Source: an optimization exercise on an open RTL-to-GDS flow (aim: small area, a short achievable clock period and few clock cycles). Production flows keep margins and buffers that such runs may drop. In this exercise RTL edits were held to simulation tests only and were not proved equivalent to the original. Power and IR drop assume default switching activity.

`flow/design.v`:
```
`default_nettype none
package sknobs_hw_pkg;
   localparam int unsigned KT_NUM_ENTRIES = 16;
   localparam int unsigned KT_KEY_W       = 32;
   localparam int unsigned KT_VAL_W       = 64;
   typedef enum logic [1:0] {
      IDLE   = 2'd0,
      SEARCH = 2'd1,
      RESP   = 2'd2,
      WRITE  = 2'd3
   } kt_state_e;
   typedef enum logic {
      OP_GET = 1'b0,
      OP_SET = 1'b1
   } kt_op_e;
   typedef struct packed {
      logic [KT_KEY_W-1:0] key;
      logic [KT_VAL_W-1:0] value;
   } kt_entry_t;
endpackage
`default_nettype wire
`default_nettype none
module sknobs_kt_storage
#(
   parameter int unsigned NUM_ENTRIES = sknobs_hw_pkg::KT_NUM_ENTRIES,
   parameter int unsigned KEY_W       = sknobs_hw_pkg::KT_KEY_W,
   parameter int unsigned VAL_W       = sknobs_hw_pkg::KT_VAL_W
) (
   input  logic                   clk,
   input  logic [NUM_ENTRIES-1:0] wr_en,
   input  logic [KEY_W-1:0]       wr_key,
   input  logic [VAL_W-1:0]       wr_value,
   input  logic [KEY_W-1:0]       cmp_key,
   input  logic [NUM_ENTRIES-1:0] cmp_mask,
   output logic [NUM_ENTRIES-1:0] cmp_match,
   input  logic [NUM_ENTRIES-1:0] rd_sel,
   output logic [VAL_W-1:0]       rd_value
);
   logic [KEY_W-1:0] key_q   [NUM_ENTRIES];
   logic [VAL_W-1:0] value_q [NUM_ENTRIES];
   always_ff @(posedge clk) begin
      for (int i = 0; i < int'(NUM_ENTRIES); i++) begin
         if (wr_en[i]) begin
            key_q[i]   <= wr_key;
            value_q[i] <= wr_value;
         end
      end
   end
   always_comb begin
      for (int i = 0; i < int'(NUM_ENTRIES); i++) begin
         cmp_match[i] = cmp_mask[i] && (key_q[i] == cmp_key);
      end
   end
   always_comb begin
      rd_value = '0;
      for (int i = 0; i < int'(NUM_ENTRIES); i++) begin
         rd_value = rd_value | (value_q[i] & {VAL_W{rd_sel[i]}});
      end
   end
endmodule
`default_nettype wire
`default_nettype none
module sknobs_knob_table
#(
   parameter int unsigned NUM_ENTRIES = sknobs_hw_pkg::KT_NUM_ENTRIES,
   parameter int unsigned KEY_W       = sknobs_hw_pkg::KT_KEY_W,
   parameter int unsigned VAL_W       = sknobs_hw_pkg::KT_VAL_W,
   parameter int unsigned IDX_W       = $clog2(NUM_ENTRIES)
) (
   input  logic             clk,
   input  logic             rst,
   input  logic             clear,
   input  logic             set_valid,
   output logic             set_ready,
   input  logic [KEY_W-1:0] set_key,
   input  logic [VAL_W-1:0] set_value,
   output logic             set_err,
   input  logic             get_valid,
   output logic             get_ready,
   input  logic [KEY_W-1:0] get_key,
   input  logic [VAL_W-1:0] get_default,
   output logic             rsp_valid,
   input  logic             rsp_ready,
   output logic [VAL_W-1:0] rsp_value,
   output logic             rsp_exists,
   output logic [IDX_W:0]   count,
   output logic             full
);
   localparam int unsigned CNT_W = IDX_W + 1;
   logic [CNT_W-1:0]       count_q;         
   logic                   err_q;           
   logic                   r_valid_q;       
   logic                   r_set_q;         
   logic [KEY_W-1:0]       r_key_q;
   logic [VAL_W-1:0]       r_val_q;         
   logic [NUM_ENTRIES-1:0] r_idx_q;         
   logic                   r_any_q;         
   logic                   r_app_q;         
   logic                   rsp_valid_q;
   logic [VAL_W-1:0]       rsp_value_q;
   logic                   rsp_exists_q;
   logic                   pend_q;          
   logic                   stall;
   logic [KEY_W-1:0]       a_key;
   logic [VAL_W-1:0]       a_val;
   logic [NUM_ENTRIES-1:0] a_mask, a_match, cnt_oh, a_idx;
   logic                   a_fwd, a_any, a_new, full_w;
   assign stall  = pend_q && !rsp_ready;
   assign full_w = count_q[IDX_W];
   assign a_key  = set_valid ? set_key : get_key;
   assign a_val  = get_valid ? get_default : set_value;
   assign a_fwd  = r_valid_q && r_set_q && (|r_idx_q) && (r_key_q == a_key);
   always_comb begin
      for (int i = 0; i < int'(NUM_ENTRIES); i++) begin
         a_mask[i] = (count_q > CNT_W'(i)) && !(r_app_q && r_idx_q[i]);
         cnt_oh[i] = (count_q == CNT_W'(i));
      end
   end
   assign a_any = (|a_match) || a_fwd;
   assign a_new = set_valid && !a_any;
   assign a_idx = a_match | (a_fwd ? r_idx_q : '0) | ((a_new && !full_w) ? cnt_oh : '0);
   logic [NUM_ENTRIES-1:0] wr_en;
   logic                   do_get;
   logic [VAL_W-1:0]       rd_value;
   assign wr_en  = (r_valid_q && r_set_q) ? r_idx_q : '0;
   assign do_get = r_valid_q && !r_set_q && !stall;
   sknobs_kt_storage #(
      .NUM_ENTRIES (NUM_ENTRIES),
      .KEY_W       (KEY_W),
      .VAL_W       (VAL_W)
   ) u_storage (
      .clk       (clk),
      .wr_en     (wr_en),
      .wr_key    (r_key_q),
      .wr_value  (r_val_q),
      .cmp_key   (a_key),
      .cmp_mask  (a_mask),
      .cmp_match (a_match),
      .rd_sel    (r_idx_q),
      .rd_value  (rd_value)
   );
   always_ff @(posedge clk) begin
      r_key_q <= a_key;
      if (!stall) begin
         r_set_q <= set_valid;
         r_val_q <= a_val;
         r_idx_q <= a_idx;
         r_any_q <= a_any;
      end
      if (do_get) begin
         rsp_value_q  <= r_any_q ? rd_value : r_val_q;
         rsp_exists_q <= r_any_q;
      end
      if (rst) begin
         count_q     <= '0;
         err_q       <= 1'b0;
         r_valid_q   <= 1'b0;
         r_app_q     <= 1'b0;
         rsp_valid_q <= 1'b0;
         pend_q      <= 1'b0;
      end else begin
         err_q   <= !stall && a_new && full_w;
         r_app_q <= !stall && a_new && !full_w;
         if (clear) count_q <= '0;
         else if (!stall && a_new && !full_w) count_q <= count_q + CNT_W'(1);
         if (!stall) r_valid_q <= set_valid || get_valid;
         if (do_get) rsp_valid_q <= 1'b1;
         else if (rsp_ready) rsp_valid_q <= 1'b0;
         pend_q <= (stall || get_valid) && (do_get || (rsp_valid_q && !rsp_ready));
      end
   end
   assign set_ready  = !stall;
   assign get_ready  = !stall;
   assign rsp_valid  = rsp_valid_q;
   assign rsp_value  = rsp_value_q;
   assign rsp_exists = rsp_exists_q;
   assign set_err    = err_q;
   assign count      = count_q;
   assign full       = full_w;
endmodule
`default_nettype wire
```
`flow/config.mk`:
```
export PLATFORM = sky130hd
export DESIGN_NAME = sknobs_knob_table
export DESIGN_NICKNAME = sknobs_knob_table
export VERILOG_FILES = /design/flow/design.v
export SDC_FILE = /design/flow/constraint.sdc
export NUM_CORES = 4
export LEC_CHECK = 0
export CAP_MARGIN = 20
export CORE_MARGIN = 2
export CORE_UTILIZATION = 40
export SETUP_SLACK_MARGIN = 2.8
export SLEW_MARGIN = 20
```
`flow/constraint.sdc`:
```
create_clock -name core_clock -period 6.0 [get_ports {clk}]
set_input_delay 1.2000 -clock core_clock [delete_from_list [all_inputs] [get_ports {clk}]]
set_output_delay 1.2000 -clock core_clock [all_outputs]
set_load 0.01 [all_outputs]
```
`flow/run.sh`:
```
#!/bin/bash
# synth_recipe.tcl (not shown) runs the flow's synth.tcl, then flattens the netlist and writes it again
# the make line also repeats each setting of config.mk as NAME=value (left out here)
make -C /OpenROAD-flow-scripts/flow DESIGN_CONFIG=/design/flow/config.mk WORK_HOME=/design/flow/orfs CLKGATE_MAP_FILE= SYNTH_SCRIPT=/design/flow/synth_recipe.tcl finish
```
==> results_tabular.tex, run 1 <==
\begin{tabular}{lr}
\hline
Metric & Value \\
\hline
\multicolumn{2}{l}{\textbf{Global routing}} \\
Via count of the first global-routing pass & 37,700 \\
GR Util All Layers & 24.0\% \\
Number of antenna violations at the first check in global routing & 7 \\
Maximum number of pins on one net before global-route repair & 97 \\
GRT overflow & 0 \\
Global-route wire length before repair & 289 mm \\
\multicolumn{2}{l}{\textbf{STA}} \\
Final number of setup-violating endpoints & 0 \\
Post-route minimum period & 3.46 ns \\
Total negative slack & 0 ns \\
Final hold vios & 0 \\
Slew Limit Headroom & 11.9\% \\
Share of the clock period used by the worst path after layout & 57.7\% \\
Setup repair after global routing missed its margin & true \\
Max-slew violation count & 0 \\
Transition time at the pin with the least slew margin & 1.32 ns \\
Worst Clk Skew & 0.0561 ns \\
Max Clock Freq & 289 MHz \\
\multicolumn{2}{l}{\textbf{Synthesis}} \\
Compound-Gate Fraction of Synth Area & 7.67\% \\
Simple-gate share of the synthesized area & 4.15\% \\
Avg Cell Area, Syn & 17.6 sq um \\
Share of the synthesized netlist area taken by xor and xnor gates & 7.05\% \\
Number of nets produced by synthesis & 3,986 \\
Count of cell types in the netlist & 60 \\
Count of state elements after synthesis & 1,725 \\
Area share of fa/ha/maj cells after synthesis & 0.0942\% \\
Fraction of synthesized area in multiplexers & 1.61\% \\
Number of flops mapped to enable cells by yosys & 1,683 \\
Proportion of synthesized flip-flops having asynchronous set or reset & 0\% \\
Synthesis warning total & 4 \\
Number of standard cells after synthesis & 3,783 \\
Netlist Area Pre-Place & 66,400 sq um \\
Primary FF master, synth & sky130\_fd\_sc\_hd\_\_edfxtp\_1 \\
Sequential-to-total area share from yosys stat & 77.3\% \\
Main combinational cell family by area after synthesis & compound AO/OA/AOI/OAI gates \\
\multicolumn{2}{l}{\textbf{Die}} \\
Die Area & 169,000 sq um \\
Die Span X & 412 um \\
Die boundary height & 412 um \\
Core ar. & 165,000 sq um \\
Number of rows in the core area & 149 \\
Num ports & 273 \\
Initial standard-cell utilization of the core & 40.3\% \\
\multicolumn{2}{l}{\textbf{Cells and area}} \\
Cell Count, Final, Fillers Out & 6,704 \\
Most frequent cells in the layout & 1,683 x sky130\_fd\_sc\_hd\_\_edfxtp\_1, 447 x sky130\_fd\_sc\_hd\_\_xnor2\_1, 322 x sky130\_fd\_sc\_hd\_\_a22oi\_1 \\
Share of the core filled with cells in the final layout & 49.6\% \\
Final-stage net count & 4,577 \\
Most common cell after layout, fill and taps aside & sky130\_fd\_sc\_hd\_\_edfxtp\_1 \\
Area added between synthesis and finish & 23.2\% \\
Ratio of cells with drive above 1 in the final layout & 19.5\% \\
\multicolumn{2}{l}{\textbf{Job}} \\
Total of max-cap violations & 0 \\
\multicolumn{2}{l}{\textbf{CTS}} \\
Clock-pin transition on the worst setup and hold timing paths & 0.07 ns \\
TritonCTS clock tree & built \\
Clock insertion delay at the later pin of the skew report & 0.84 ns \\
Clk buf depth & 3 \\
Post-CTS Hold Fix Bufs & 0 \\
H-tree Lvls & 4 \\
Root Driver & sky130\_fd\_sc\_hd\_\_clkbuf\_16 \\
Clock Sink Count & 1,725 \\
Total CTS buffers & 175 \\
\multicolumn{2}{l}{\textbf{Worst setup path}} \\
Nature of the critical path endpoint & flip-flop \\
WS Path Type & in2reg \\
Worst-path cell chain & clkdlybuf4s50\_1 > mux2i\_4 > buf\_12 > buf\_12 > xnor2\_1 > nor4\_2 > nand4\_1 > nor4\_2 > buf\_4 > nor4\_4 > buf\_6 > nand3\_4 > or2\_4 > o31ai\_4 \\
Crit start category & input port \\
CP peak stage delay & 0.44 ns \\
Top Family by Delay on Critical Path & simple AND/OR/NAND/NOR gates \\
Data arrival at the endpoint of the critical path & 4.00 ns \\
Critical path's slowest cell & sky130\_fd\_sc\_hd\_\_clkdlybuf4s50\_1 \\
Number of buffers and inverters on the critical path & 5 \\
Worst-path fanout max & 6 \\
Critical path data required time & 6.54 ns \\
Startpoint of the most critical setup path & set\_key[17] \\
Startpoint of the most critical register-to-register path & count\_q[1] \\
\multicolumn{2}{l}{\textbf{Place}} \\
Detailed Place HPWL & 109 mm \\
RD Place Congestion & 0.902 \\
Total instance count after detailed placement & 6,201 \\
Port-buffer cells & 272 \\
\multicolumn{2}{l}{\textbf{Pwr}} \\
Leak pwr & 26.2 nW \\
VDD IR max & 0.000295 V \\
PwrDens & 320 nW/um\^{}2 \\
\multicolumn{2}{l}{\textbf{Routing}} \\
Initial DRC Count & 5,587 \\
Final ANT Viol Nets & 0 \\
Highest metal used & met5 \\
Wirelength per Cell & 31.1 um \\
Met2 WL & 98.0 mm \\
Final wirelength & 208 mm \\
Remaining design rule violation count & 0 \\
Total number of vias & 39,100 \\
Mean number of vias per cell & 5.84 \\
WL met3 & 20.6 mm \\
Router iterations before antenna repair & 25 \\
Metal1 wirelength & 84.2 mm \\
\multicolumn{2}{l}{\textbf{Min path}} \\
Source of the worst hold timing path & r\_key\_q[1] \\
HP Class & reg2reg \\
\multicolumn{2}{l}{\textbf{Status}} \\
Status & complete, no violations \\
\hline
\end{tabular}
## final timing paths
path,end,slack (ns),cells after the start
min reg2reg,u_storage.key_q[14][1],0.53,0
min,u_storage.key_q[14][1],0.53,0
max,r_idx_q[5],2.54,14
max reg2reg,r_idx_q[5],2.67,11
## worst reg2reg max path: stages, from the launching register on
cell	delay (ns)
sky130_fd_sc_hd__dfxtp_2	0.56
sky130_fd_sc_hd__inv_1	0.14
sky130_fd_sc_hd__ha_1	0.25
sky130_fd_sc_hd__o21ba_2	0.30
sky130_fd_sc_hd__nand2_1	0.11
sky130_fd_sc_hd__a2111oi_4	0.55
sky130_fd_sc_hd__nand4_1	0.24
sky130_fd_sc_hd__nor3_4	0.30
sky130_fd_sc_hd__nor3_4	0.12
sky130_fd_sc_hd__nand3_4	0.18
sky130_fd_sc_hd__or2_4	0.24
sky130_fd_sc_hd__o31ai_4	0.08
## metal layers
metal | vias up | GRT usage (%)
met5 | - | 0
met4 | 2 | 6.52
met3 | 313 | 4.64
met2 | 2165 | 37.9
met1 | 20400 | 34.0
li1 | 16300 | -
## through the flow
stage | setup WS (ns) | hold slack (ns) | total power [mW] | area [sq um]
detailed placement | 0.682 | 0.526 | 15.6 | 72700
global route | 2.49 | 0.548 | 26.9 | 81900
global placement | 0.574 | 0.528 | 15.6 | 72700
finish | 2.54 | 0.530 | 26.2 | 81900
floorplan | 1.89 | 0.446 | 14.7 | 66600
CTS | 2.66 | 0.533 | 26.2 | 80700
## state kept, by name, summed over array words and instances (netlist names)
signal             flops
r_valid_q              1
count_q                5
rsp_valid_q            1
u_storage.value_q   1024
r_set_q                1
r_val_q               64
u_storage.key_q      512
rsp_value_q           64
r_key_q               32
r_app_q                1
pend_q                 1
rsp_exists_q           1
r_idx_q               16
err_q                  1
r_any_q                1
## final cells by class
class                      count  area (sq um)
fill                       13400         83100
sequential                  1725         51400
multi-input combinational   1813         15300
timing repair buffer         623          6730
clock buffer                 232          4690
tap                         2189          2740
clock inverter                85           861
inverter                      36           139
antenna                        1          2.50
## cell usage after synthesis, types with 42 or more instances
cell type	number	share of area [%]
sky130_fd_sc_hd__xnor2_1	493	6.5
sky130_fd_sc_hd__nand3_1	74	0.56
sky130_fd_sc_hd__edfxtp_1	1683	76
sky130_fd_sc_hd__buf_1	43	0.24
sky130_fd_sc_hd__a21oi_1	67	0.50
sky130_fd_sc_hd__a22o_1	98	1.3
sky130_fd_sc_hd__nor2_1	135	0.76
sky130_fd_sc_hd__a221oi_1	103	1.4
sky130_fd_sc_hd__dfxtp_1	42	1.3
sky130_fd_sc_hd__mux2_2	64	1.1
sky130_fd_sc_hd__clkbuf_1	100	0.56
sky130_fd_sc_hd__nand4_1	76	0.72
sky130_fd_sc_hd__a22oi_1	322	3.6
sky130_fd_sc_hd__nor4_1	124	1.2
## kinds of logic after synthesis
group / after synthesis
flops: 1725
buf+inv: 251
mux: 97
fa+ha+maj: 5
xor+xnor: 533
compound gates: 656
simple gates: 516
## timing repair
item	CTS	global route
pin swaps	64	36
cloned	9	2
endpoints found under the setup margin	274	148
endpoints found under the hold margin	0	0
buffers inserted	127	47
gates resized for setup	217	119
## where the power goes
group          switching [mW]  internal, mW  total, mW
Clock                    4.69          5.88       10.6
Combinational            1.09         0.846       1.93
Sequential              0.246          13.5       13.7
Total                    6.02          20.2       26.2
Testbench counts, summed over its fixed seeds: cycles 8,013.
==> inputs of run 2 (changes only) <==
--- a/flow/config.mk
+++ b/flow/config.mk
@@ -7,6 +7,6 @@
 export LEC_CHECK = 0
 export CAP_MARGIN = 20
 export CORE_MARGIN = 2
-export CORE_UTILIZATION = 40
+export CORE_UTILIZATION = 65
 export SETUP_SLACK_MARGIN = 2.8
 export SLEW_MARGIN = 20
==> run 2 against run 1 <==
  * Register-to-register slack is essentially flat
  * Clock skew fell by 0.017 ns
  * Wire length is 0.71% higher
  * Setup slack gained 0.046 ns
  * Die area down 38%
  * Synthesized cell count stayed put
  * First-iteration DRC count is 26% higher
  * Final cell count fell by 12%
  * Non-clock buffer count is 31 higher
  * Synthesized area stayed put
  * Clock power barely moved
  * Critical path type unchanged
  * Critical endpoint is now r_idx_q[11]
==> results_tabular.tex, run 2 <==
\begin{tabular}{lr}
\hline
Metric & Value \\
\hline
\multicolumn{2}{l}{\textbf{STA}} \\
Final hold vios & 0 (unchanged) \\
Max-slew violation count & 0 (unchanged) \\
Setup repair after global routing missed its margin & true \\
Share of the clock period used by the worst path after layout & 57.0\% (-0.77 points) \\
Transition time at the pin with the least slew margin & 1.29 ns (-0.0313 ns) \\
Worst Clk Skew & 0.0392 ns (-0.0170 ns) \\
Final number of setup-violating endpoints & 0 (unchanged) \\
Total negative slack & 0 ns (unchanged) \\
Slew Limit Headroom & 14.0\% (+2.1 points) \\
Post-route minimum period & 3.42 ns (-0.0461 ns) \\
Max Clock Freq & 293 MHz (+1.3\%) \\
\multicolumn{2}{l}{\textbf{Die}} \\
Core ar. & 102,000 sq um (-38\%) \\
Die boundary height & 324 um (-21\%) \\
Die Area & 105,000 sq um (-38\%) \\
Number of rows in the core area & 117 (-21\%) \\
Die Span X & 324 um (-21\%) \\
Initial standard-cell utilization of the core & 65.4\% (+25 points) \\
Num ports & 273 (unchanged) \\
\multicolumn{2}{l}{\textbf{Synthesis}} \\
Sequential-to-total area share from yosys stat & 77.3\% (unchanged) \\
Avg Cell Area, Syn & 17.6 sq um (unchanged) \\
Proportion of synthesized flip-flops having asynchronous set or reset & 0\% (unchanged) \\
Primary FF master, synth & sky130\_fd\_sc\_hd\_\_edfxtp\_1 \\
Post-synth top area share & 76.1\% (unchanged) \\
Cell with the most instances after synthesis & sky130\_fd\_sc\_hd\_\_edfxtp\_1 \\
Number of standard cells after synthesis & 3,783 (unchanged) \\
Synthesis warning total & 4 (unchanged) \\
Count of cell types in the netlist & 60 (unchanged) \\
Main area contributors after synthesis & sky130\_fd\_sc\_hd\_\_edfxtp\_1 76\%, sky130\_fd\_sc\_hd\_\_xnor2\_1 6.5\%, sky130\_fd\_sc\_hd\_\_a22oi\_1 3.6\% \\
Count of state elements after synthesis & 1,725 (unchanged) \\
Number of flops mapped to enable cells by yosys & 1,683 (unchanged) \\
Netlist Area Pre-Place & 66,400 sq um (unchanged) \\
Cell type contributing the most total cell area after synthesis & sky130\_fd\_sc\_hd\_\_edfxtp\_1 \\
Most instantiated cells after synthesis & 1,683 x sky130\_fd\_sc\_hd\_\_edfxtp\_1, 493 x sky130\_fd\_sc\_hd\_\_xnor2\_1, 322 x sky130\_fd\_sc\_hd\_\_a22oi\_1 \\
Number of nets produced by synthesis & 3,986 (unchanged) \\
\multicolumn{2}{l}{\textbf{Worst setup path}} \\
Worst-path fanout max & 7 (+1) \\
Nature of the critical path endpoint & flip-flop \\
Crit start category & input port \\
WS Path Type & in2reg \\
Data arrival at the endpoint of the critical path & 3.94 ns (-0.06 ns) \\
Startpoint of the most critical register-to-register path & r\_key\_q[24] \\
Startpoint of the most critical setup path & set\_valid \\
Critical path data required time & 6.52 ns (-0.02 ns) \\
\multicolumn{2}{l}{\textbf{Global routing}} \\
GR Util All Layers & 39.9\% (+16 points) \\
Met1 GRT Util & 56.6\% (+23 points) \\
Highest-utilization routing layer at the global route stage & met2 \\
Maximum number of pins on one net before global-route repair & 82 (-15\%) \\
GRT overflow & 0 (unchanged) \\
Via count of the first global-routing pass & 39,800 (+5.7\%) \\
Global-route wire length before repair & 290 mm (+0.43\%) \\
Number of antenna violations at the first check in global routing & 5 (-2) \\
Met3 Resource Use GR & 9.32\% (+4.7 points) \\
Grt met2 use & 60.8\% (+23 points) \\
\multicolumn{2}{l}{\textbf{Cells and area}} \\
Largest registers in the final layout & u\_storage.value\_q (1024), u\_storage.key\_q (512) \\
Number of fill cells in the layout & 5,282 (-61\%) \\
Ratio of cells with drive above 1 in the final layout & 20.5\% (+1.0 points) \\
Final-stage net count & 4,597 (+0.44\%) \\
Most frequent cells in the layout & 1,683 x sky130\_fd\_sc\_hd\_\_edfxtp\_1, 451 x sky130\_fd\_sc\_hd\_\_xnor2\_1, 322 x sky130\_fd\_sc\_hd\_\_a22oi\_1 \\
Number of flip-flops in the largest register & 1,024 (unchanged) \\
Most common cell after layout, fill and taps aside & sky130\_fd\_sc\_hd\_\_edfxtp\_1 \\
Most flops, register & u\_storage.value\_q \\
Area added between synthesis and finish & 22.2\% \\
\multicolumn{2}{l}{\textbf{Routing}} \\
Final wirelength & 210 mm (+0.71\%) \\
Wirelength per Cell & 35.5 um (+14\%) \\
Router iterations before antenna repair & 5 (-80\%) \\
Remaining design rule violation count & 0 (unchanged) \\
Initial DRC Count & 7,030 (+26\%) \\
Total number of vias & 41,200 (+5.3\%) \\
Final ANT Viol Nets & 0 (unchanged) \\
Mean number of vias per cell & 6.98 (+20\%) \\
\multicolumn{2}{l}{\textbf{Pwr}} \\
VDD IR max & 0.000355 V (+21\%) \\
Leak pwr & 26.4 nW (+0.81\%) \\
Overall power & 26.6 mW (+1.3\%) \\
PwrDens & 327 nW/um\^{}2 (+2.1\%) \\
\multicolumn{2}{l}{\textbf{CTS}} \\
Clk buf depth & 3 (unchanged) \\
Clock-pin transition on the worst setup and hold timing paths & 0.07 ns (about the same) \\
Total CTS buffers & 168 (-4.0\%) \\
Clock Sink Count & 1,725 (unchanged) \\
Clock insertion delay at the later pin of the skew report & 0.79 ns (-0.05 ns) \\
Root Driver & sky130\_fd\_sc\_hd\_\_clkbuf\_16 \\
TritonCTS clock tree & built \\
H-tree Lvls & 4 (unchanged) \\
\multicolumn{2}{l}{\textbf{Place}} \\
Port-buffer cells & 272 (unchanged) \\
Detailed Place HPWL & 111 mm (+1.1\%) \\
RD Place Congestion & 0.938 (+4.1\%) \\
\multicolumn{2}{l}{\textbf{Job}} \\
Total of max-cap violations & 0 (unchanged) \\
\multicolumn{2}{l}{\textbf{Min path}} \\
Source of the worst hold timing path & r\_key\_q[1] \\
HP Class & reg2reg \\
\multicolumn{2}{l}{\textbf{Status}} \\
Status & complete, no violations \\
\hline
\end{tabular}
-- run 2: worst max-delay path: stages --
cell and delay (ns):
sky130_fd_sc_hd__buf_16 0.13, sky130_fd_sc_hd__buf_16 0.18, sky130_fd_sc_hd__mux2i_4 0.39, sky130_fd_sc_hd__buf_6 0.16
sky130_fd_sc_hd__buf_8 0.12, sky130_fd_sc_hd__buf_4 0.12, sky130_fd_sc_hd__xnor2_1 0.08, sky130_fd_sc_hd__nor4_1 0.37
sky130_fd_sc_hd__nand4_1 0.24, sky130_fd_sc_hd__nor3_4 0.29, sky130_fd_sc_hd__nor4_4 0.07, sky130_fd_sc_hd__nand3_2 0.13
sky130_fd_sc_hd__buf_6 0.16, sky130_fd_sc_hd__nor3_2 0.05, sky130_fd_sc_hd__a21bo_2 0.20
-- run 2: logic make-up (layout without fill, tap and decap cells) --
logic type	after synthesis	in the layout	share of synthesized area, %
flops	1725	1725	77.3
xor+xnor	533	533	7.05
other cells	0	4	0
mux	97	97	1.61
compound gates	656	656	7.67
buf+inv	251	999	2.10
fa+ha+maj	5	5	0.0942
simple gates	516	518	4.15
-- run 2: what timing repair did --
item | 4_1_cts | 5_1_grt
hold buffers | 0 | 0
pin swaps | 84 | 46
setup buffers | 159 | 41
cloned | 8 | 3
resized for setup | 271 | 91
endpoints found under the setup margin | 32 | 32
-- run 2: worst paths after layout --
kind	to	slack [ns]	depth (start not counted)
setup / recovery	r_idx_q[11]	2.58	15
hold / removal	u_storage.key_q[12][1]	0.52	0
hold reg to reg	u_storage.key_q[12][1]	0.52	0
setup reg to reg	r_idx_q[11]	2.67	9
-- run 2: layer usage --
| layer | vias to the layer above | share of wire (%) |
|---|---|---|
| li1 | 16300 | - |
| met1 | 20700 | 36 |
| met2 | 3640 | 46 |
| met3 | 564 | 14 |
| met4 | 0 | 4.1 |
| met5 | - | 0 |
-- run 2: report_power, final --
group | internal, mW | switching [mW] | total, mW
registers | 13.5 | 0.258 | 13.8
logic | 0.873 | 1.12 | 1.99
clock network | 6.35 | 4.49 | 10.8
total | 20.7 | 5.87 | 26.6
-- run 2: area by class of cell --
cell class | count | area (sq um) | area share [%]
timing repair buffer | 654 | 6870 | 8.46
antenna | 4 | 10.0 | 0.0123
multi-input combinational | 1809 | 15400 | 19.0
clock inverter | 94 | 1080 | 1.32
tap | 1368 | 1710 | 2.11
clock buffer | 215 | 4580 | 5.64
inverter | 36 | 139 | 0.171
sequential | 1725 | 51400 | 63.3
-- run 2: through the flow --
stage                     util, %  hold WS, ns  cells  setup slack (ns)  instance area (sq um)
after floorplan                 -        0.446   3783              1.89                  66600
after global placement       70.4        0.424   5380             0.228                  71600
after detailed placement     70.5        0.449   5381             0.552                  71600
after CTS                    79.0        0.467   5857              2.62                  80200
after global routing         79.9        0.487   5901              2.59                  81200
final                        79.9        0.517   5905              2.58                  81200
==> inputs of run 3 (changes only) <==
==> flow/flow/run.sh (new file) <==
#!/bin/bash
# Standard ORFS layout (the standard.sh) with two placement/CTS choices changed:
#  - port buffers use buf_2 instead of the default delay-buffer cell;
#  - CTS clusters up to 24 sinks per clkbuf_16 leaf and inserts no dummy loads.
# Every tool's full output goes to a log file in this folder (and ORFS's own logs).
set -euo pipefail
export BUFFER_PORTS_ARGS="-buffer_cell sky130_fd_sc_hd__buf_2"
export CTS_ARGS="-sink_clustering_enable -repair_clock_nets -dont_use_dummy_load -buf_list sky130_fd_sc_hd__clkbuf_16 -sink_clustering_size 24 -sink_clustering_max_diameter 60"
bash standard.sh finish > orfs_make.log 2>&1
cp orfs/logs/*/sknobs_knob_table/base/*.log . 2>/dev/null || true
test -f out/final.def
==> flow/standard.sh (new file) <==
#!/bin/bash
# synth_recipe.tcl (not shown) runs the flow's synth.tcl, then flattens the netlist and writes it again
# the make line also repeats each setting of config.mk as NAME=value (left out here)
make -C /OpenROAD-flow-scripts/flow DESIGN_CONFIG=/design/flow/config.mk WORK_HOME=/design/flow/orfs CLKGATE_MAP_FILE= SYNTH_SCRIPT=/design/flow/synth_recipe.tcl "${@:-finish}"
--- a/flow/config.mk
+++ b/flow/config.mk
@@ -8,5 +8,5 @@
 export CAP_MARGIN = 20
 export CORE_MARGIN = 2
 export CORE_UTILIZATION = 65
-export SETUP_SLACK_MARGIN = 2.8
+export SETUP_SLACK_MARGIN = 2.6
 export SLEW_MARGIN = 20
removed: flow/run.sh
==> run 3 against run 2 <==
  * Register-to-register slack worse by 0.28 ns
  * Sequential share of layout area is 4.6 points higher
  * Clock power is 34% lower
  * Largest cell class unchanged
  * Flip-flop and latch count stayed put
  * Worst hold slack worse by 0.041 ns
  * Count of clock-buffer cells in the layout is 96 lower
  * Critical path depth is 6 lower
  * Non-clock buffer count is 72 lower
  * Setup slack worse by 0.19 ns
  * Via count is 3.0% lower
  * Highest routed layer is now met5
  * Sequential power hardly changed
  * Power is 15% lower
==> results_tabular.tex, run 3 <==
\begin{tabular}{lr}
\hline
Metric & Value \\
\hline
\multicolumn{2}{l}{\textbf{Status}} \\
Status & complete, no violations \\
\multicolumn{2}{l}{\textbf{CTS}} \\
H-tree Lvls & 3 (-1) \\
Root Driver & sky130\_fd\_sc\_hd\_\_clkbuf\_16 \\
TritonCTS clock tree & built \\
Clock-pin transition on the worst setup and hold timing paths & 0.08 ns (about the same) \\
Clk buf depth & 3 (unchanged) \\
Post-CTS Hold Fix Bufs & 0 (unchanged) \\
Total CTS buffers & 119 (-29\%) \\
Clock Sink Count & 1,725 (unchanged) \\
Clock insertion delay at the later pin of the skew report & 0.73 ns (-0.06 ns) \\
\multicolumn{2}{l}{\textbf{Place}} \\
Detailed Place HPWL & 113 mm (+2.2\%) \\
Total instance count after detailed placement & 5,372 (-0.17\%) \\
RD Place Congestion & 0.943 (+0.47\%) \\
DP Area & 70,100 sq um (-2.1\%) \\
Port-buffer cells & 272 (unchanged) \\
\multicolumn{2}{l}{\textbf{STA}} \\
Final number of setup-violating endpoints & 0 (unchanged) \\
Setup repair after global routing missed its margin & true \\
Post-route minimum period & 3.61 ns (+0.195 ns) \\
Transition time at the pin with the least slew margin & 1.19 ns (-0.100 ns) \\
Share of the clock period used by the worst path after layout & 60.2\% (+3.2 points) \\
Total negative slack & 0 ns (unchanged) \\
Max Clock Freq & 277 MHz (-5.4\%) \\
Max-slew violation count & 0 (unchanged) \\
Worst Clk Skew & 0.0581 ns (+0.0189 ns) \\
Slew Limit Headroom & 20.7\% (+6.7 points) \\
Final hold vios & 0 (unchanged) \\
\multicolumn{2}{l}{\textbf{Routing}} \\
Mean number of vias per cell & 7.09 (+1.6\%) \\
Initial DRC Count & 6,604 (-6.1\%) \\
Remaining design rule violation count & 0 (unchanged) \\
Total number of vias & 40,000 (-3.0\%) \\
Router iterations before antenna repair & 6 (+1) \\
Final wirelength & 204 mm (-2.6\%) \\
Wirelength per Cell & 36.2 um (+2.0\%) \\
Final ANT Viol Nets & 0 (unchanged) \\
\multicolumn{2}{l}{\textbf{Worst setup path}} \\
Critical path data required time & 6.43 ns (-0.09 ns) \\
Nature of the critical path endpoint & flip-flop \\
Critical path's slowest cell & sky130\_fd\_sc\_hd\_\_dfxtp\_1 \\
Crit start category & flip-flop \\
WS Path Type & reg2reg \\
Worst-path fanout max & 16 (+9) \\
CP peak stage delay & 0.83 ns (+0.44 ns) \\
Worst-path cell chain & nand3\_1 > o21ai\_0 > and4\_1 > nand4\_1 > nor3\_4 > nor4\_4 > nand3\_2 > or2\_4 > o21ai\_2 \\
Data arrival at the endpoint of the critical path & 4.04 ns (+0.10 ns) \\
\multicolumn{2}{l}{\textbf{Pwr}} \\
Leak pwr & 24.3 nW (-8.0\%) \\
VDD IR max & 0.000291 V (-18\%) \\
PwrDens & 299 nW/um\^{}2 (-8.5\%) \\
\multicolumn{2}{l}{\textbf{Cells and area}} \\
Post-route design area & 75,700 sq um (-6.8\%) \\
Most flops, register & u\_storage.value\_q \\
Diode count & 0 (-4) \\
Ratio of cells with drive above 1 in the final layout & 22.2\% (+1.7 points) \\
Most common cell after layout, fill and taps aside & sky130\_fd\_sc\_hd\_\_edfxtp\_1 \\
Final-stage net count & 4,477 (-2.6\%) \\
Share of the core filled with cells in the final layout & 74.5\% (-5.5 points) \\
Cell Count, Final, Fillers Out & 5,640 (-4.5\%) \\
Number of flip-flops in the largest register & 1,024 (unchanged) \\
Most frequent cells in the layout & 1,683 x sky130\_fd\_sc\_hd\_\_edfxtp\_1, 474 x sky130\_fd\_sc\_hd\_\_xnor2\_1, 322 x sky130\_fd\_sc\_hd\_\_a22oi\_1 \\
Area added between synthesis and finish & 13.9\% \\
Largest registers in the final layout & u\_storage.value\_q (1024), u\_storage.key\_q (512) \\
\multicolumn{2}{l}{\textbf{Synthesis}} \\
Most instantiated cells after synthesis & 1,683 x sky130\_fd\_sc\_hd\_\_edfxtp\_1, 493 x sky130\_fd\_sc\_hd\_\_xnor2\_1, 322 x sky130\_fd\_sc\_hd\_\_a22oi\_1 \\
Avg Cell Area, Syn & 17.6 sq um (unchanged) \\
Number of standard cells after synthesis & 3,783 (unchanged) \\
Netlist Area Pre-Place & 66,400 sq um (unchanged) \\
Proportion of synthesized flip-flops having asynchronous set or reset & 0\% (unchanged) \\
Number of flops mapped to enable cells by yosys & 1,683 (unchanged) \\
Synthesis warning total & 4 (unchanged) \\
Count of cell types in the netlist & 60 (unchanged) \\
Number of nets produced by synthesis & 3,986 (unchanged) \\
Sequential-to-total area share from yosys stat & 77.3\% (unchanged) \\
Main area contributors after synthesis & sky130\_fd\_sc\_hd\_\_edfxtp\_1 76\%, sky130\_fd\_sc\_hd\_\_xnor2\_1 6.5\%, sky130\_fd\_sc\_hd\_\_a22oi\_1 3.6\% \\
Count of state elements after synthesis & 1,725 (unchanged) \\
Cell type contributing the most total cell area after synthesis & sky130\_fd\_sc\_hd\_\_edfxtp\_1 \\
Post-synth top area share & 76.1\% (unchanged) \\
Primary FF master, synth & sky130\_fd\_sc\_hd\_\_edfxtp\_1 \\
Cell with the most instances after synthesis & sky130\_fd\_sc\_hd\_\_edfxtp\_1 \\
\multicolumn{2}{l}{\textbf{Global routing}} \\
Global-route wire length before repair & 282 mm (-2.6\%) \\
Number of antenna violations at the first check in global routing & 5 (unchanged) \\
GR Util All Layers & 38.9\% (-1.0 points) \\
Maximum number of pins on one net before global-route repair & 70 (-15\%) \\
GRT overflow & 0 (unchanged) \\
Via count of the first global-routing pass & 38,200 (-4.2\%) \\
\multicolumn{2}{l}{\textbf{Die}} \\
Die Span X & 324 um (unchanged) \\
Number of rows in the core area & 117 (unchanged) \\
Num ports & 273 (unchanged) \\
Die Area & 105,000 sq um (unchanged) \\
Die boundary height & 324 um (unchanged) \\
Initial standard-cell utilization of the core & 65.4\% (unchanged) \\
Core ar. & 102,000 sq um (unchanged) \\
\multicolumn{2}{l}{\textbf{Job}} \\
Total of max-cap violations & 0 (unchanged) \\
\multicolumn{2}{l}{\textbf{Min path}} \\
HP Class & reg2reg \\
\hline
\end{tabular}
run 3: cell counts after synthesis:
No cell type changed its count.
run 3: logic make-up after synthesis:
| logic type | share of synthesized area (%) |
|---|---|
| buffers and inverters | 2.10 |
| multiplexers | 1.61 |
| adder cells (fa/ha/maj) | 0.0942 |
| XOR/XNOR | 7.05 |
| AO/OA/AOI/OAI | 7.67 |
| AND/OR/NAND/NOR | 4.15 |
| flip-flops | 77.3 |
run 3: routing by layer:
metal | global-route usage (%) | part of all wire, %
met5 | 0 | 0.0054
met4 | 12.0 | 3.3
met3 | 8.55 | 14
met2 | 59.3 | 46
met1 | 57.0 | 37
run 3: final timing paths:
kind / from / end / slack (ns) / depth (start not counted)
max: count_q[2] / r_idx_q[3] / 2.39 / 9
min: r_key_q[7] / u_storage.key_q[6][7] / 0.48 / 0
max reg2reg: count_q[2] / r_idx_q[3] / 2.39 / 9
min reg2reg: r_key_q[7] / u_storage.key_q[6][7] / 0.48 / 0
run 3: metrics by stage:
| step | total power [mW] | hold WS (ns) | setup slack, ns |
|---|---|---|---|
| floorplan | 14.7 | 0.446 | 1.89 |
| global placement | 15.4 | 0.447 | -0.269 |
| detailed placement | 15.4 | 0.449 | 0.0929 |
| CTS | 22.5 | 0.468 | 2.54 |
| global route | 23.1 | 0.495 | 2.44 |
| finish | 22.6 | 0.476 | 2.39 |
run 3: repair_timing:
| item | 4_1_cts | 5_1_grt |
|---|---|---|
| pin swaps | 42 | 46 |
| setup endpoints to repair | 26 | 24 |
| buffers inserted | 96 | 47 |
| cloned | 4 | 0 |
| resized for setup | 166 | 45 |
run 3: worst max-delay path, delay by kind of cell, from the launching register on:
kind               cells  cell delay [ns]
DFF                    1             0.83
AOI/OAI and AO/OA      2             0.75
and+or+nand+nor        7             1.74
run 3: final cells by class:
cell class	instances	area, sq um
Timing Repair Buffer	582	4400
Clock buffer	119	2980
Tap cell	1368	1710
Sequential cell	1725	51400
Inverter	36	139
Fill cell	6091	25900
Multi-Input combinational cell	1810	15000
run 3: power by group:
part	leakage [nW]	switching [mW]	internal [mW]
Clock	1.47	3.70	3.47
Sequential	15.7	0.244	13.5
Combinational	7.14	1.07	0.671
Total	24.3	5.01	17.6
==> inputs of run 4 (changes only) <==
--- a/flow/design.v
+++ b/flow/design.v
@@ -94,8 +94,9 @@
    logic [KEY_W-1:0]       r_key_q;
    logic [VAL_W-1:0]       r_val_q;         
    logic [NUM_ENTRIES-1:0] r_idx_q;         
-   logic                   r_any_q;         
    logic                   r_app_q;         
+   logic [NUM_ENTRIES-1:0] wvalid_q;        
+   logic [NUM_ENTRIES-1:0] next_q;          
    logic                   rsp_valid_q;
    logic [VAL_W-1:0]       rsp_value_q;
    logic                   rsp_exists_q;
@@ -103,27 +104,25 @@
    logic                   stall;
    logic [KEY_W-1:0]       a_key;
    logic [VAL_W-1:0]       a_val;
-   logic [NUM_ENTRIES-1:0] a_mask, a_match, cnt_oh, a_idx;
+   logic [NUM_ENTRIES-1:0] a_match, a_idx;
    logic                   a_fwd, a_any, a_new, full_w;
    assign stall  = pend_q && !rsp_ready;
    assign full_w = count_q[IDX_W];
-   assign a_key  = set_valid ? set_key : get_key;
-   assign a_val  = get_valid ? get_default : set_value;
+   assign a_key  = {get_valid ? get_key[KEY_W-1:KEY_W/2] : set_key[KEY_W-1:KEY_W/2],
+                    set_valid ? set_key[KEY_W/2-1:0]     : get_key[KEY_W/2-1:0]};
+   assign a_val  = {set_valid ? set_value[VAL_W-1:VAL_W/2] : get_default[VAL_W-1:VAL_W/2],
+                    get_valid ? get_default[VAL_W/2-1:0]   : set_value[VAL_W/2-1:0]};
    assign a_fwd  = r_valid_q && r_set_q && (|r_idx_q) && (r_key_q == a_key);
-   always_comb begin
-      for (int i = 0; i < int'(NUM_ENTRIES); i++) begin
-         a_mask[i] = (count_q > CNT_W'(i)) && !(r_app_q && r_idx_q[i]);
-         cnt_oh[i] = (count_q == CNT_W'(i));
-      end
-   end
    assign a_any = (|a_match) || a_fwd;
    assign a_new = set_valid && !a_any;
-   assign a_idx = a_match | (a_fwd ? r_idx_q : '0) | ((a_new && !full_w) ? cnt_oh : '0);
+   assign a_idx = a_match | (a_fwd ? r_idx_q : '0) | (a_new ? next_q : '0);
    logic [NUM_ENTRIES-1:0] wr_en;
    logic                   do_get;
    logic [VAL_W-1:0]       rd_value;
+   logic                   r_any;
    assign wr_en  = (r_valid_q && r_set_q) ? r_idx_q : '0;
    assign do_get = r_valid_q && !r_set_q && !stall;
+   assign r_any  = |r_idx_q;
    sknobs_kt_storage #(
       .NUM_ENTRIES (NUM_ENTRIES),
       .KEY_W       (KEY_W),
@@ -134,7 +133,7 @@
       .wr_key    (r_key_q),
       .wr_value  (r_val_q),
       .cmp_key   (a_key),
-      .cmp_mask  (a_mask),
+      .cmp_mask  (wvalid_q),
       .cmp_match (a_match),
       .rd_sel    (r_idx_q),
       .rd_value  (rd_value)
@@ -145,14 +144,15 @@
          r_set_q <= set_valid;
          r_val_q <= a_val;
          r_idx_q <= a_idx;
-         r_any_q <= a_any;
       end
       if (do_get) begin
-         rsp_value_q  <= r_any_q ? rd_value : r_val_q;
-         rsp_exists_q <= r_any_q;
+         rsp_value_q  <= r_any ? rd_value : r_val_q;
+         rsp_exists_q <= r_any;
       end
       if (rst) begin
          count_q     <= '0;
+         wvalid_q    <= '0;
+         next_q      <= NUM_ENTRIES'(1);
          err_q       <= 1'b0;
          r_valid_q   <= 1'b0;
          r_app_q     <= 1'b0;
@@ -161,8 +161,17 @@
       end else begin
          err_q   <= !stall && a_new && full_w;
          r_app_q <= !stall && a_new && !full_w;
-         if (clear) count_q <= '0;
-         else if (!stall && a_new && !full_w) count_q <= count_q + CNT_W'(1);
+         if (clear) begin
+            count_q  <= '0;
+            wvalid_q <= '0;
+            next_q   <= NUM_ENTRIES'(1);
+         end else begin
+            if (!stall && a_new && !full_w) begin
+               count_q <= count_q + CNT_W'(1);
+               next_q  <= next_q << 1;
+            end
+            if (r_app_q) wvalid_q <= wvalid_q | r_idx_q;
+         end
          if (!stall) r_valid_q <= set_valid || get_valid;
          if (do_get) rsp_valid_q <= 1'b1;
          else if (rsp_ready) rsp_valid_q <= 1'b0;
==> flow/flow/run.sh (replaced) <==
#!/bin/bash
# Standard ORFS layout (the standard.sh) with two placement/CTS choices changed:
#  - port buffers use buf_1 instead of the default delay-buffer cell;
#  - CTS clusters up to 14 sinks per clkbuf_8 leaf and inserts no dummy loads.
# Every tool's full output goes to a log file in this folder (and ORFS's own logs).
set -euo pipefail
export BUFFER_PORTS_ARGS="-buffer_cell sky130_fd_sc_hd__buf_1"
export CTS_ARGS="-sink_clustering_enable -repair_clock_nets -dont_use_dummy_load -buf_list sky130_fd_sc_hd__clkbuf_8 -sink_clustering_size 14 -sink_clustering_max_diameter 50"
bash standard.sh finish > orfs_make.log 2>&1
cp orfs/logs/*/sknobs_knob_table/base/*.log . 2>/dev/null || true
test -f out/final.def
--- a/flow/config.mk
+++ b/flow/config.mk
@@ -7,6 +7,6 @@
 export LEC_CHECK = 0
 export CAP_MARGIN = 20
 export CORE_MARGIN = 2
-export CORE_UTILIZATION = 65
-export SETUP_SLACK_MARGIN = 2.6
+export CORE_UTILIZATION = 75
+export SETUP_SLACK_MARGIN = 2.8
 export SLEW_MARGIN = 20
==> run 4 against run 3 <==
  * Utilization increased by 9.6 points
  * Combinational power increased by 3%
  * Non-clock buffer count decreased by 11
  * Largest power group unchanged
  * Worst hold slack got worse by 0.0018 ns
  * Power decreased by 4.8%
  * Critical path depth increased by 3
  * Synthesized cell count decreased by 1.6%
  * Final area decreased by 1.6%
  * Count of clock-buffer cells in the layout increased by 30
  * Global-route usage increased by 4.3 points
==> results_tabular.tex, run 4 <==
\begin{tabular}{lr}
\hline
Metric & Value \\
\hline
\multicolumn{2}{l}{\textbf{Routing}} \\
Total number of vias & 40,400 (+1.1\%) \\
Router iterations before antenna repair & 8 (+2) \\
Remaining design rule violation count & 0 (unchanged) \\
Initial DRC Count & 7,591 (+15\%) \\
Mean number of vias per cell & 7.48 (+5.5\%) \\
Final wirelength & 199 mm (-2.7\%) \\
Final ANT Viol Nets & 0 (unchanged) \\
Wirelength per Cell & 36.8 um (+1.6\%) \\
\multicolumn{2}{l}{\textbf{Pwr}} \\
Leak pwr & 23.0 nW (-5.2\%) \\
VDD IR max & 0.000294 V (+1.1\%) \\
Overall power & 21.6 mW (-4.8\%) \\
PwrDens & 290 nW/um\^{}2 (-3.2\%) \\
\multicolumn{2}{l}{\textbf{Synthesis}} \\
Post-synth top area share & 75.2\% (-0.83 points) \\
Netlist Area Pre-Place & 67,100 sq um (+1.0\%) \\
Avg Cell Area, Syn & 18.0 sq um (+2.7\%) \\
Sequential-to-total area share from yosys stat & 77.4\% (+0.11 points) \\
Main area contributors after synthesis & sky130\_fd\_sc\_hd\_\_edfxtp\_1 75\%, sky130\_fd\_sc\_hd\_\_xnor2\_1 6.8\%, sky130\_fd\_sc\_hd\_\_a22oi\_1 3.8\% \\
Most instantiated cells after synthesis & 1,682 x sky130\_fd\_sc\_hd\_\_edfxtp\_1, 519 x sky130\_fd\_sc\_hd\_\_xnor2\_1, 338 x sky130\_fd\_sc\_hd\_\_a22oi\_1 \\
Number of flops mapped to enable cells by yosys & 1,682 (-0.059\%) \\
Number of standard cells after synthesis & 3,723 (-1.6\%) \\
Primary FF master, synth & sky130\_fd\_sc\_hd\_\_edfxtp\_1 \\
Cell type contributing the most total cell area after synthesis & sky130\_fd\_sc\_hd\_\_edfxtp\_1 \\
Synthesis warning total & 4 (unchanged) \\
Cell with the most instances after synthesis & sky130\_fd\_sc\_hd\_\_edfxtp\_1 \\
Count of state elements after synthesis & 1,756 (+1.8\%) \\
Proportion of synthesized flip-flops having asynchronous set or reset & 0\% (unchanged) \\
Count of cell types in the netlist & 53 (-12\%) \\
Number of nets produced by synthesis & 3,922 (-1.6\%) \\
\multicolumn{2}{l}{\textbf{Job}} \\
Total of max-cap violations & 0 (unchanged) \\
\multicolumn{2}{l}{\textbf{Cells and area}} \\
Ratio of cells with drive above 1 in the final layout & 16.1\% (-6.1 points) \\
Final-stage net count & 4,433 (-0.98\%) \\
Most flops, register & u\_storage.value\_q \\
Number of flip-flops in the largest register & 1,024 (unchanged) \\
Cell Count, Final, Fillers Out & 5,402 (-4.2\%) \\
Most common cell after layout, fill and taps aside & sky130\_fd\_sc\_hd\_\_edfxtp\_1 \\
Share of the core filled with cells in the final layout & 84.1\% (+9.6 points) \\
Largest registers in the final layout & u\_storage.value\_q (1024), u\_storage.key\_q (512) \\
Most frequent cells in the layout & 1,682 x sky130\_fd\_sc\_hd\_\_edfxtp\_1, 506 x sky130\_fd\_sc\_hd\_\_xnor2\_1, 338 x sky130\_fd\_sc\_hd\_\_a22oi\_1 \\
Post-route design area & 74,400 sq um (-1.6\%) \\
Area added between synthesis and finish & 10.9\% \\
\multicolumn{2}{l}{\textbf{Worst setup path}} \\
End of the worst register-to-register path & next\_q[15] \\
R2r setup slk & 2.71 ns (+0.32 ns) \\
Nature of the critical path endpoint & flip-flop \\
Top Family by Delay on Critical Path & simple AND/OR/NAND/NOR gates \\
CP peak stage delay & 0.43 ns (-0.40 ns) \\
Worst-path cell chain & clkbuf\_16 > buf\_8 > mux2i\_4 > buf\_8 > xnor2\_1 > nor4\_1 > nand4\_1 > nor3\_2 > nor2\_2 > nand3\_4 > nor2\_4 > a211o\_1 \\
Crit start category & input port \\
WS Path Type & in2reg \\
Worst path depth & 12 (+3) \\
Critical path data required time & 6.54 ns (+0.11 ns) \\
Worst-path fanout max & 9 (-7) \\
Capture point of the worst path & r\_idx\_q[15] \\
Number of buffers and inverters on the critical path & 3 (+3) \\
Critical path's slowest cell & sky130\_fd\_sc\_hd\_\_nand4\_1 \\
Most frequent cell on the critical path & sky130\_fd\_sc\_hd\_\_buf\_8 \\
Startpoint of the most critical setup path & set\_valid \\
Startpoint of the most critical register-to-register path & r\_key\_q[16] \\
Data arrival at the endpoint of the critical path & 4.00 ns (-0.04 ns) \\
R2R cell count & 11 (+2) \\
\multicolumn{2}{l}{\textbf{STA}} \\
Worst Clk Skew & 0.0861 ns (+0.0280 ns) \\
Max Clock Freq & 290 MHz (+4.6\%) \\
Final worst hold slack & 0.474 ns (-0.00178 ns) \\
Worst Slack Setup Final & 2.55 ns (+0.158 ns) \\
Final hold vios & 0 (unchanged) \\
Share of the clock period used by the worst path after layout & 57.6\% (-2.6 points) \\
Slew Limit Headroom & 16.5\% (-4.2 points) \\
Post-route minimum period & 3.45 ns (-0.158 ns) \\
Setup repair after global routing missed its margin & true \\
Max-slew violation count & 0 (unchanged) \\
Total negative slack & 0 ns (unchanged) \\
Final number of setup-violating endpoints & 0 (unchanged) \\
Transition time at the pin with the least slew margin & 1.25 ns (+0.0631 ns) \\
\multicolumn{2}{l}{\textbf{Place}} \\
Placement Setup Slack & 0.496 ns (+0.403 ns) \\
DP Area & 70,000 sq um (-0.13\%) \\
Port-buffer cells & 272 (unchanged) \\
RD Place Congestion & 0.962 (+2.0\%) \\
Detailed Place HPWL & 107 mm (-5.0\%) \\
Total instance count after detailed placement & 5,103 (-5.0\%) \\
\multicolumn{2}{l}{\textbf{CTS}} \\
Total CTS buffers & 149 (+25\%) \\
Clock Sink Count & 1,756 (+1.8\%) \\
Clk buf depth & 3 (unchanged) \\
Clock-pin transition on the worst setup and hold timing paths & 0.06 ns (-0.02 ns) \\
Clock insertion delay at the later pin of the skew report & 0.87 ns (+0.14 ns) \\
Root Driver & sky130\_fd\_sc\_hd\_\_clkbuf\_8 \\
H-tree Lvls & 4 (+1) \\
TritonCTS clock tree & built \\
\multicolumn{2}{l}{\textbf{Status}} \\
Status & complete, no violations \\
\multicolumn{2}{l}{\textbf{Die}} \\
Die boundary height & 303 um (-6.3\%) \\
Initial standard-cell utilization of the core & 75.9\% (+10 points) \\
Core ar. & 88,500 sq um (-13\%) \\
Number of rows in the core area & 109 (-6.8\%) \\
Num ports & 273 (unchanged) \\
Die Span X & 303 um (-6.3\%) \\
Die Area & 91,900 sq um (-12\%) \\
\multicolumn{2}{l}{\textbf{Global routing}} \\
Via count of the first global-routing pass & 39,400 (+3.1\%) \\
Global-route wire length before repair & 274 mm (-2.8\%) \\
GR Util All Layers & 43.2\% (+4.3 points) \\
Maximum number of pins on one net before global-route repair & 91 (+30\%) \\
GRT overflow & 0 (unchanged) \\
Number of antenna violations at the first check in global routing & 10 (+5) \\
\multicolumn{2}{l}{\textbf{Min path}} \\
Source of the worst hold timing path & wvalid\_q[7] \\
HP Class & reg2reg \\
\hline
\end{tabular}
[run 4: cell types whose count changed after synthesis, moves of 21 or more]
cell and change:
sky130_fd_sc_hd__o22a_1 +64, sky130_fd_sc_hd__a21oi_1 -47, sky130_fd_sc_hd__nand4_1 +53, sky130_fd_sc_hd__xnor2_1 +26, sky130_fd_sc_hd__nor2_1 -107, sky130_fd_sc_hd__xor2_1 -21
sky130_fd_sc_hd__dfxtp_1 +32
[run 4: report_power, final]
| group | total, mW | internal, mW | switching, mW | leakage, nW |
|---|---|---|---|---|
| logic | 1.79 | 0.696 | 1.10 | 6.01 |
| registers | 14.0 | 13.7 | 0.267 | 15.9 |
| clock network | 5.79 | 2.22 | 3.57 | 1.07 |
[run 4: cell families (layout without fill, tap and decap cells)]
family	after synthesis	in the layout	share of synthesized area (%)
flops	1756	1756	77.4
other cells	0	5	0
mux	111	111	1.85
xor+xnor	540	540	7.09
buf+inv	250	756	2.27
compound gates	624	624	7.40
fa+ha+maj	1	1	0.0186
simple gates	441	444	3.93
[run 4: area by class of cell]
cell class | count | area, sq um
antenna | 5 | 12.5
clock buffer | 149 | 2050
fill | 4017 | 14100
inverter | 35 | 149
multi-input combinational | 1720 | 14800
sequential | 1756 | 52000
tap | 1165 | 1460
timing repair buffer | 571 | 3980
timing repair inverter | 1 | 5.00
[run 4: worst register-to-register path, stage by stage, from the launching register on]
cell and delay [ns]:
sky130_fd_sc_hd__dfxtp_1 1.07, sky130_fd_sc_hd__xnor2_1 0.43, sky130_fd_sc_hd__nor4_1 0.37, sky130_fd_sc_hd__nand3_1 0.15, sky130_fd_sc_hd__nor4_2 0.28, sky130_fd_sc_hd__nor2_2 0.12
sky130_fd_sc_hd__buf_4 0.16, sky130_fd_sc_hd__nand4_4 0.12, sky130_fd_sc_hd__buf_12 0.12, sky130_fd_sc_hd__nor2_4 0.05, sky130_fd_sc_hd__buf_12 0.14, sky130_fd_sc_hd__mux2i_1 0.12
[run 4: metal layers]
| metal | GRT usage, % | vias to the layer above | share of wire (%) | wire length (um) |
|---|---|---|---|---|
| li1 | - | 15800 | - | - |
| met1 | 59.5 | 19800 | 33 | 65500 |
| met2 | 66.3 | 4071 | 46 | 92400 |
| met3 | 10.5 | 710 | 15 | 30200 |
| met4 | 21.0 | 12 | 5.4 | 10700 |
| met5 | 0 | - | 0.052 | 104 |
[run 4: worst min-delay path by stage]
stage,end,slack [ns],depth (start not counted)
floorplan,next_q[15],0.44,2
global placement,wvalid_q[10],0.45,2
detailed placement,wvalid_q[7],0.46,2
CTS,next_q[1],0.47,2
global route,next_q[1],0.50,2
finish,wvalid_q[7],0.47,2
[run 4: repair_timing]
action,CTS,global route
setup endpoints to repair,122,74
buffers inserted,103,34
cloned,4,4
resized for setup,121,60
pin swaps,37,27
hold buffers,0,0
Testbench counts of run 4, summed over its fixed seeds: cycles 8,013.
==> inputs of run 5 (changes only) <==
--- a/flow/design.v
+++ b/flow/design.v
@@ -106,7 +106,7 @@
    logic [VAL_W-1:0]       a_val;
    logic [NUM_ENTRIES-1:0] a_match, a_idx;
    logic                   a_fwd, a_any, a_new, full_w;
-   assign stall  = pend_q && !rsp_ready;
+   assign stall  = r_valid_q && !r_set_q && rsp_valid_q && !rsp_ready;
    assign full_w = count_q[IDX_W];
    assign a_key  = {get_valid ? get_key[KEY_W-1:KEY_W/2] : set_key[KEY_W-1:KEY_W/2],
                     set_valid ? set_key[KEY_W/2-1:0]     : get_key[KEY_W/2-1:0]};
@@ -178,8 +178,8 @@
          pend_q <= (stall || get_valid) && (do_get || (rsp_valid_q && !rsp_ready));
       end
    end
-   assign set_ready  = !stall;
-   assign get_ready  = !stall;
+   assign set_ready  = !pend_q || rsp_ready;
+   assign get_ready  = !pend_q || rsp_ready;
    assign rsp_valid  = rsp_valid_q;
    assign rsp_value  = rsp_value_q;
    assign rsp_exists = rsp_exists_q;
--- a/flow/config.mk
+++ b/flow/config.mk
@@ -8,5 +8,5 @@
 export CAP_MARGIN = 20
 export CORE_MARGIN = 2
 export CORE_UTILIZATION = 75
-export SETUP_SLACK_MARGIN = 2.8
+export SETUP_SLACK_MARGIN = 3.0
 export SLEW_MARGIN = 20
==> run 5 against run 4 <==
  * Sequential share of layout area decreased by 0.73 points
  * Clock power increased by 2%
  * Final cell count increased by 0.59%
  * First-iteration DRC count increased by 1.6%
  * Clock skew decreased by 0.022 ns
  * Power about the same
  * Utilization increased by 0.88 points
  * Global-route usage increased by 1.3 points
  * Non-clock buffer count increased by 22
  * Setup slack got worse by 0.24 ns
  * Register-to-register slack got worse by 0.13 ns
==> results_tabular.tex, run 5 <==
\begin{tabular}{lr}
\hline
Metric & Value \\
\hline
\multicolumn{2}{l}{\textbf{Global routing}} \\
Maximum number of pins on one net before global-route repair & 97 (+6.6\%) \\
Via count of the first global-routing pass & 40,500 (+2.9\%) \\
Number of antenna violations at the first check in global routing & 7 (-3) \\
Global-route wire length before repair & 282 mm (+2.7\%) \\
GRT overflow & 0 (unchanged) \\
GR Util All Layers & 44.5\% (+1.3 points) \\
\multicolumn{2}{l}{\textbf{Routing}} \\
Router iterations before antenna repair & 9 (+1) \\
Initial DRC Count & 7,714 (+1.6\%) \\
Total number of vias & 41,300 (+2.3\%) \\
Final ANT Viol Nets & 0 (unchanged) \\
Wirelength per Cell & 38.3 um (+4.0\%) \\
Final wirelength & 208 mm (+4.6\%) \\
Remaining design rule violation count & 0 (unchanged) \\
Mean number of vias per cell & 7.61 (+1.7\%) \\
\multicolumn{2}{l}{\textbf{Die}} \\
Initial standard-cell utilization of the core & 75.8\% (about the same) \\
Die Span X & 303 um (about the same) \\
Num ports & 273 (unchanged) \\
Core ar. & 88,500 sq um (unchanged) \\
Number of rows in the core area & 109 (unchanged) \\
Die boundary height & 303 um (about the same) \\
Die Area & 91,900 sq um (about the same) \\
\multicolumn{2}{l}{\textbf{Synthesis}} \\
Count of cell types in the netlist & 51 (-3.8\%) \\
Avg Cell Area, Syn & 18.0 sq um (-0.10\%) \\
Main area contributors after synthesis & sky130\_fd\_sc\_hd\_\_edfxtp\_1 75\%, sky130\_fd\_sc\_hd\_\_xnor2\_1 6.8\%, sky130\_fd\_sc\_hd\_\_a22oi\_1 3.8\% \\
Most instantiated cells after synthesis & 1,682 x sky130\_fd\_sc\_hd\_\_edfxtp\_1, 524 x sky130\_fd\_sc\_hd\_\_xnor2\_1, 342 x sky130\_fd\_sc\_hd\_\_a22oi\_1 \\
Sequential-to-total area share from yosys stat & 77.5\% (about the same) \\
Proportion of synthesized flip-flops having asynchronous set or reset & 0\% (unchanged) \\
Number of flops mapped to enable cells by yosys & 1,682 (unchanged) \\
Primary FF master, synth & sky130\_fd\_sc\_hd\_\_edfxtp\_1 \\
Post-synth top area share & 75.3\% (about the same) \\
Number of nets produced by synthesis & 3,923 (+0.025\%) \\
Synthesis warning total & 4 (unchanged) \\
Number of standard cells after synthesis & 3,724 (+0.027\%) \\
Cell type contributing the most total cell area after synthesis & sky130\_fd\_sc\_hd\_\_edfxtp\_1 \\
Count of state elements after synthesis & 1,756 (unchanged) \\
Cell with the most instances after synthesis & sky130\_fd\_sc\_hd\_\_edfxtp\_1 \\
Netlist Area Pre-Place & 67,100 sq um (about the same) \\
\multicolumn{2}{l}{\textbf{STA}} \\
Worst Clk Skew & 0.0641 ns (-0.0220 ns) \\
Slew Limit Headroom & 10.8\% (-5.8 points) \\
Setup repair after global routing missed its margin & true \\
Total negative slack & 0 ns (unchanged) \\
Max-slew violation count & 0 (unchanged) \\
Share of the clock period used by the worst path after layout & 61.6\% (+4.0 points) \\
Final hold vios & 0 (unchanged) \\
Max Clock Freq & 271 MHz (-6.5\%) \\
Transition time at the pin with the least slew margin & 1.34 ns (+0.0862 ns) \\
Post-route minimum period & 3.69 ns (+0.241 ns) \\
Final worst hold slack & 0.487 ns (+0.0135 ns) \\
Final number of setup-violating endpoints & 0 (unchanged) \\
\multicolumn{2}{l}{\textbf{Place}} \\
Port-buffer cells & 272 (unchanged) \\
Detailed Place HPWL & 108 mm (+1.1\%) \\
RD Place Congestion & 0.996 (+3.5\%) \\
Total instance count after detailed placement & 5,116 (+0.25\%) \\
\multicolumn{2}{l}{\textbf{Cells and area}} \\
Cell Count, Final, Fillers Out & 5,434 (+0.59\%) \\
Largest registers in the final layout & u\_storage.value\_q (1024), u\_storage.key\_q (512) \\
Final-stage net count & 4,465 (+0.72\%) \\
Area added between synthesis and finish & 12.1\% \\
Total area of multi-input combinational cells & 15,200 sq um (+2.9\%) \\
Number of fill cells in the layout & 3,776 (-6.0\%) \\
Number of flip-flops in the largest register & 1,024 (unchanged) \\
Most flops, register & u\_storage.value\_q \\
Register area & 52,000 sq um (about the same) \\
Most frequent cells in the layout & 1,682 x sky130\_fd\_sc\_hd\_\_edfxtp\_1, 480 x sky130\_fd\_sc\_hd\_\_xnor2\_1, 342 x sky130\_fd\_sc\_hd\_\_a22oi\_1 \\
Most common cell after layout, fill and taps aside & sky130\_fd\_sc\_hd\_\_edfxtp\_1 \\
Ratio of cells with drive above 1 in the final layout & 17.5\% (+1.5 points) \\
\multicolumn{2}{l}{\textbf{CTS}} \\
H-tree Lvls & 4 (unchanged) \\
Clock-pin transition on the worst setup and hold timing paths & 0.09 ns (+0.03 ns) \\
Clk buf depth & 3 (unchanged) \\
Clock Sink Count & 1,756 (unchanged) \\
TritonCTS clock tree & built \\
Root Driver & sky130\_fd\_sc\_hd\_\_clkbuf\_8 \\
Clock insertion delay at the later pin of the skew report & 0.90 ns (+0.03 ns) \\
Total CTS buffers & 153 (+2.7\%) \\
\multicolumn{2}{l}{\textbf{Worst setup path}} \\
Nature of the critical path endpoint & flip-flop \\
WS Path Type & in2reg \\
Crit start category & input port \\
Worst-path fanout max & 8 (-1) \\
Data arrival at the endpoint of the critical path & 4.28 ns (+0.28 ns) \\
Critical path data required time & 6.58 ns (+0.04 ns) \\
\multicolumn{2}{l}{\textbf{Min path}} \\
HP Class & reg2reg \\
\multicolumn{2}{l}{\textbf{Pwr}} \\
Overall power & 21.6 mW (about the same) \\
PwrDens & 287 nW/um\^{}2 (-0.98\%) \\
VDD IR max & 0.000280 V (-4.7\%) \\
Leak pwr & 23.3 nW (+1.3\%) \\
\multicolumn{2}{l}{\textbf{Status}} \\
Status & complete, no violations \\
\multicolumn{2}{l}{\textbf{Job}} \\
Total of max-cap violations & 0 (unchanged) \\
\hline
\end{tabular}
-- run 5: per-layer routing --
layer  wire [um]  global-route usage [%]
met4       14400                    25.8
met2       97500                    70.0
met3       30300                    9.95
met5          12                       0
met1       65700                    58.2
-- run 5: logic make-up (layout without fill, tap and decap cells) --
group | count (synthesis) | count (layout) | share of synthesized area (%)
XOR/XNOR | 537 | 537 | 7.07
other | 0 | 5 | 0
adder cells (fa/ha/maj) | 1 | 1 | 0.0186
AO/OA/AOI/OAI | 635 | 635 | 7.55
flip-flops | 1756 | 1756 | 77.5
multiplexers | 111 | 111 | 1.89
buffers and inverters | 248 | 781 | 2.06
AND/OR/NAND/NOR | 436 | 443 | 3.92
-- run 5: cell type report --
cell class	count	share of cell area, %
Sequential cell	1756	69.1
Multi-Input combinational cell	1727	20.2
Timing Repair Buffer	593	5.69
Clock buffer	153	2.80
Tap cell	1165	1.94
Inverter	35	0.203
Antenna cell	5	0.0166
-- run 5: power by group --
| group | switching (mW) | leakage, nW | internal [mW] |
|---|---|---|---|
| Clock | 3.63 | 1.10 | 2.28 |
| Combinational | 1.05 | 6.29 | 0.693 |
| Sequential | 0.257 | 15.9 | 13.7 |
-- run 5: final timing paths --
check / start / endpoint / slack, ns / depth (start not counted)
hold reg to reg: next_q[15] / next_q[15] / 0.49 / 2
hold / removal: next_q[15] / next_q[15] / 0.49 / 2
setup reg to reg: r_key_q[24] / r_idx_q[8] / 2.58 / 8
setup / recovery: get_valid / r_idx_q[8] / 2.31 / 15
-- run 5: timing repair --
action,in CTS,in global routing
pin swaps,51,36
hold buffers,0,0
endpoints found under the setup margin,239,132
gates cloned,6,5
resized for setup,180,68
endpoints found under the hold margin,0,0
setup buffers,110,39
-- run 5: stage by stage --
step | utilization [%] | worst slack (ns) | instance area, sq um
final | 85.0 | 2.31 | 75200
after CTS | 84.0 | 2.82 | 74400
after global routing | 85.0 | 2.32 | 75200
after global placement | 79.3 | 0.825 | 70100
after floorplan | - | 2.44 | 67200
after detailed placement | 79.3 | 0.707 | 70100
-- run 5: critical path, cell delays in order --
cell                        delay (ns)
sky130_fd_sc_hd__clkbuf_16        0.16
sky130_fd_sc_hd__mux2i_4          0.26
sky130_fd_sc_hd__buf_12           0.15
sky130_fd_sc_hd__buf_12           0.15
sky130_fd_sc_hd__buf_4            0.15
sky130_fd_sc_hd__xnor2_4          0.10
sky130_fd_sc_hd__nor4_2           0.42
sky130_fd_sc_hd__nand4_1          0.49
sky130_fd_sc_hd__nor3_2           0.25
sky130_fd_sc_hd__buf_4            0.19
sky130_fd_sc_hd__nor4_4           0.06
sky130_fd_sc_hd__buf_4            0.15
sky130_fd_sc_hd__nand3_4          0.14
sky130_fd_sc_hd__nor2_4           0.08
sky130_fd_sc_hd__a221o_1          0.33
Testbench counts of run 5, summed over its fixed seeds: cycles 8,013.

## port drivers added, routing unchanged
In the flow no input, the clock included, has a driving cell. The finished layouts below were timed again as built, in two steps. Step 1: set_driving_cell puts a clkbuf_16 on clk and a buf_2 on each other input, an assumption about the parent block. Step 2, shift: input delay + t, output delay - t, t = (earliest + latest rising clock arrival at the registers) / 2. This alone moves slack from input paths to output paths. Slacks: ideal ports / drivers / drivers and shift; pairs: ideal ports / drivers.
run | shift t [ns] | slack for setup (ns) | worst slew at a driven data input, ns
run 1 | 0.891 | 2.537 / 2.538 / 1.647 | 0.16
run 2 | 0.843 | 2.583 / 2.470 / 1.627 | 0.19
run 3 | 0.778 | 2.388 / 2.191 / 1.413 | 0.36
run 4 | 0.899 | 2.546 / 2.330 / 1.431 | 0.28
run 5 | 0.932 | 2.305 / 2.202 / 1.269 | 0.18
After both steps every run listed still meets setup and hold. For run 4, which loses most, drivers alone change the setup slack by -0.216 ns; drivers and shift together by -1.115 ns.
